Background: an optimization exercise with open tools, aiming at small area. Do not read the settings as production practice. Where RTL was checked, it was by simulation tests only, not by an equivalence proof against the original.

## north
// pss_detector
module pss_detector (
    input  logic        clk_i,
    input  logic        reset_ni,
    input  logic [15:0] sample_i,           
    input  logic        sample_valid_i,
    input  logic [1:0]  mode_i,             
    input  logic [1:0]  requested_nid2_i,
    output logic [2:0]  result_o            
);
==> module pss_sample_window, before the edit <==
module pss_sample_window (
    input  logic [255:0] hist_i,
    input  logic [15:0]  sample_i,
    input  logic         shift_i,
    input  logic         hold_i,
    input  logic         clear_i,
    output logic [255:0] hist_o
);
    localparam logic [15:0]  MSB_ONE = 16'h8080;
    localparam logic [255:0] MSBS    = {16{MSB_ONE}};
    assign hist_o = ({256{shift_i}} & {hist_i[239:0], sample_i ^ MSB_ONE}) |
                    ({256{hold_i}}  & hist_i) |
                    ({256{clear_i}} & MSBS);
endmodule
==> module pss_detector, before the edit <==
module pss_detector (
    input  logic        clk_i,
    input  logic        reset_ni,
    input  logic [15:0] sample_i,           
    input  logic        sample_valid_i,
    input  logic [1:0]  mode_i,             
    input  logic [1:0]  requested_nid2_i,
    output logic [2:0]  result_o            
);
    logic         en_q;
    logic         accept_q;
    logic [255:0] window_q;
    logic [255:0] window_d;
    logic [2:0]   prev_q;
    logic [2:0]   peaks_q;
    logic [1:0]   code1_q, code2_q;
    logic         result_valid_q;
    logic [1:0]   result_nid2_q;
    logic         accept;
    logic         hold;
    logic [2:0]   ge;
    logic [1:0]   code;
    logic         hit;
    assign accept = sample_valid_i && en_q && reset_ni;
    assign hold   = reset_ni && !accept;
    pss_sample_window i_sample_window (
        .hist_i   (window_q),
        .sample_i (sample_i),
        .shift_i  (accept),
        .hold_i   (hold),
        .clear_i  (!reset_ni),
        .hist_o   (window_d)
    );
    always_ff @(posedge clk_i) begin
        window_q <= window_d;
    end
    pss_correlator_lane i_corr (
        .window_i (window_q),
        .ge_o     (ge)
    );
    pss_nid2_decider i_nid2_decider (
        .peaks_i          (peaks_q),
        .code_i           (code2_q),
        .mode_i           (mode_i),
        .requested_nid2_i (requested_nid2_i),
        .code_o           (code),
        .hit_o            (hit)
    );
    always_ff @(posedge clk_i) begin
        if (!reset_ni) begin
            en_q           <= 1'b0;
            accept_q       <= 1'b0;
            prev_q         <= '0;
            peaks_q        <= '0;
            code1_q        <= 2'd3;
            code2_q        <= 2'd3;
            result_valid_q <= 1'b0;
            result_nid2_q  <= '0;
        end else begin
            en_q           <= !mode_i[1];
            accept_q       <= accept;
            if (accept_q) prev_q <= ge;
            peaks_q        <= accept_q ? (ge & ~prev_q) : 3'b000;
            code1_q        <= code;
            code2_q        <= code1_q;
            result_valid_q <= hit;
            if (hit) result_nid2_q <= code2_q;
        end
    end
    assign result_o = {result_valid_q, result_nid2_q};
endmodule
==> flow/config.mk <==
export PLATFORM = sky130hd
export DESIGN_NAME = pss_detector
export DESIGN_NICKNAME = pss_detector
export VERILOG_FILES = /design/flow/design.v
export SDC_FILE = /design/flow/constraint.sdc
export NUM_CORES = 4
export LEC_CHECK = 0
export CAP_MARGIN = 5
export CORE_MARGIN = 2
export CORE_UTILIZATION = 75
export CTS_BUF_LIST = sky130_fd_sc_hd__clkbuf_4
export CTS_CLUSTER_DIAMETER = 50
export CTS_CLUSTER_SIZE = 10
export SLEW_MARGIN = 5
export SYNTH_HIERARCHICAL = 1
==> flow/constraint.sdc <==
create_clock -name core_clock -period 11.0 [get_ports {clk_i}]
set_input_delay 2.2000 -clock core_clock [delete_from_list [all_inputs] [get_ports {clk_i}]]
set_output_delay 2.2000 -clock core_clock [all_outputs]
set_load 0.01 [all_outputs]
standard.sh (not shown) runs the stock make flow with config.mk's settings and CLKGATE_MAP_FILE= SYNTH_SCRIPT=/design/flow/synth_recipe.tcl, a recipe that flattens the netlist after the stock synthesis.
==> flow/flow/run.sh <==
#!/bin/bash
cp standard.sh standard_sh_copy.log
export BUFFER_PORTS_ARGS="-buffer_cell sky130_fd_sc_hd__buf_1"
bash standard.sh > standard_flow.log 2>&1
diff inputs: north => south
diff --git a/flow/design.v b/flow/design.v
--- a/flow/design.v
+++ b/flow/design.v
@@ -1,16 +1,16 @@
 `timescale 1ns/1ps
 module pss_sample_window (
-    input  logic [255:0] hist_i,
-    input  logic [15:0]  sample_i,
+    input  logic [239:0] hist_i,
+    input  logic [15:0]  sample_i,           
     input  logic         shift_i,
     input  logic         hold_i,
     input  logic         clear_i,
-    output logic [255:0] hist_o
+    output logic [239:0] hist_o
 );
     localparam logic [15:0]  MSB_ONE = 16'h8080;
-    localparam logic [255:0] MSBS    = {16{MSB_ONE}};
-    assign hist_o = ({256{shift_i}} & {hist_i[239:0], sample_i ^ MSB_ONE}) |
-                    ({256{hold_i}}  & hist_i) |
-                    ({256{clear_i}} & MSBS);
+    localparam logic [239:0] MSBS    = {15{MSB_ONE}};
+    assign hist_o = ({240{shift_i}} & {hist_i[223:0], sample_i}) |
+                    ({240{hold_i}}  & hist_i) |
+                    ({240{clear_i}} & MSBS);
 endmodule
 `timescale 1ns/1ps
@@ -756,9 +756,9 @@
     logic         en_q;
     logic         accept_q;
-    logic [255:0] window_q;
-    logic [255:0] window_d;
+    logic [15:0]  sample_q;
+    logic [239:0] hist_q;
+    logic [239:0] hist_d;
     logic [2:0]   prev_q;
-    logic [2:0]   peaks_q;
-    logic [1:0]   code1_q, code2_q;
+    logic [1:0]   code0_q, code1_q, code2_q;
     logic         result_valid_q;
     logic [1:0]   result_nid2_q;
@@ -769,22 +769,25 @@
     logic         hit;
     assign accept = sample_valid_i && en_q && reset_ni;
-    assign hold   = reset_ni && !accept;
+    assign hold   = reset_ni && !accept_q;
+    always_ff @(posedge clk_i) begin
+        sample_q <= sample_i ^ 16'h8080;
+    end
     pss_sample_window i_sample_window (
-        .hist_i   (window_q),
-        .sample_i (sample_i),
-        .shift_i  (accept),
+        .hist_i   (hist_q),
+        .sample_i (sample_q),
+        .shift_i  (accept_q && reset_ni),
         .hold_i   (hold),
         .clear_i  (!reset_ni),
-        .hist_o   (window_d)
+        .hist_o   (hist_d)
     );
     always_ff @(posedge clk_i) begin
-        window_q <= window_d;
+        hist_q <= hist_d;
     end
     pss_correlator_lane i_corr (
-        .window_i (window_q),
+        .window_i ({hist_q, sample_q}),
         .ge_o     (ge)
     );
     pss_nid2_decider i_nid2_decider (
-        .peaks_i          (peaks_q),
+        .peaks_i          (accept_q ? (ge & ~prev_q) : 3'b000),
         .code_i           (code2_q),
         .mode_i           (mode_i),
@@ -798,5 +801,5 @@
             accept_q       <= 1'b0;
             prev_q         <= '0;
-            peaks_q        <= '0;
+            code0_q        <= 2'd3;
             code1_q        <= 2'd3;
             code2_q        <= 2'd3;
@@ -807,6 +810,6 @@
             accept_q       <= accept;
             if (accept_q) prev_q <= ge;
-            peaks_q        <= accept_q ? (ge & ~prev_q) : 3'b000;
-            code1_q        <= code;
+            code0_q        <= code;
+            code1_q        <= code0_q;
             code2_q        <= code1_q;
             result_valid_q <= hit;
==> comparison <==
Looking at ratio of cells with drive above 1 in the final layout, south sits 3.0 points higher than north does. south finished every step from synthesis to the final layout, and the layout passed the timing, DRC and antenna checks. The simple-gate portion of the synthesized area of south and that of north are within noise of each other. north reports its timing endpoint of the critical path as prev_q[1] while south reports code0_q[1]. north has lower number of buffers inserted to repair setup after CTS than south. Of north and south, the run reporting the higher via count was north. Sort north and south by number of antenna diodes, ascending, and north comes first.
Function not checked in south: the RTL went through the layout flow alone.

-- separate check: timing with driven ports --
Ports are ideal in the flow. The routed layouts listed here were re-timed in OpenROAD.
Step 1 assumes that a clkbuf_16 drives the clock port and a buf_2 every other input.
Step 2 moves the port delays by t, midway between the first and last clock arrival at a register: inputs arrive t later, outputs are due t later. That takes back most of the time a late clock gives input paths.
a / b / c = ideal ports / drivers / drivers and shift; a / b = the first two.
| run | t (ns) | slack for setup (ns) | worst register clock-pin slew, ns | worst data-port slew with drivers (ns) |
|---|---|---|---|---|
| north | 0.671 | 0.426 / 0.426 / 0.426 | 0.11 / 0.11 | 0.04 |
| south | 0.663 | 0.320 / 0.320 / 0.320 | 0.11 / 0.11 | 0.05 |
After both steps setup and hold are still met in every run listed.
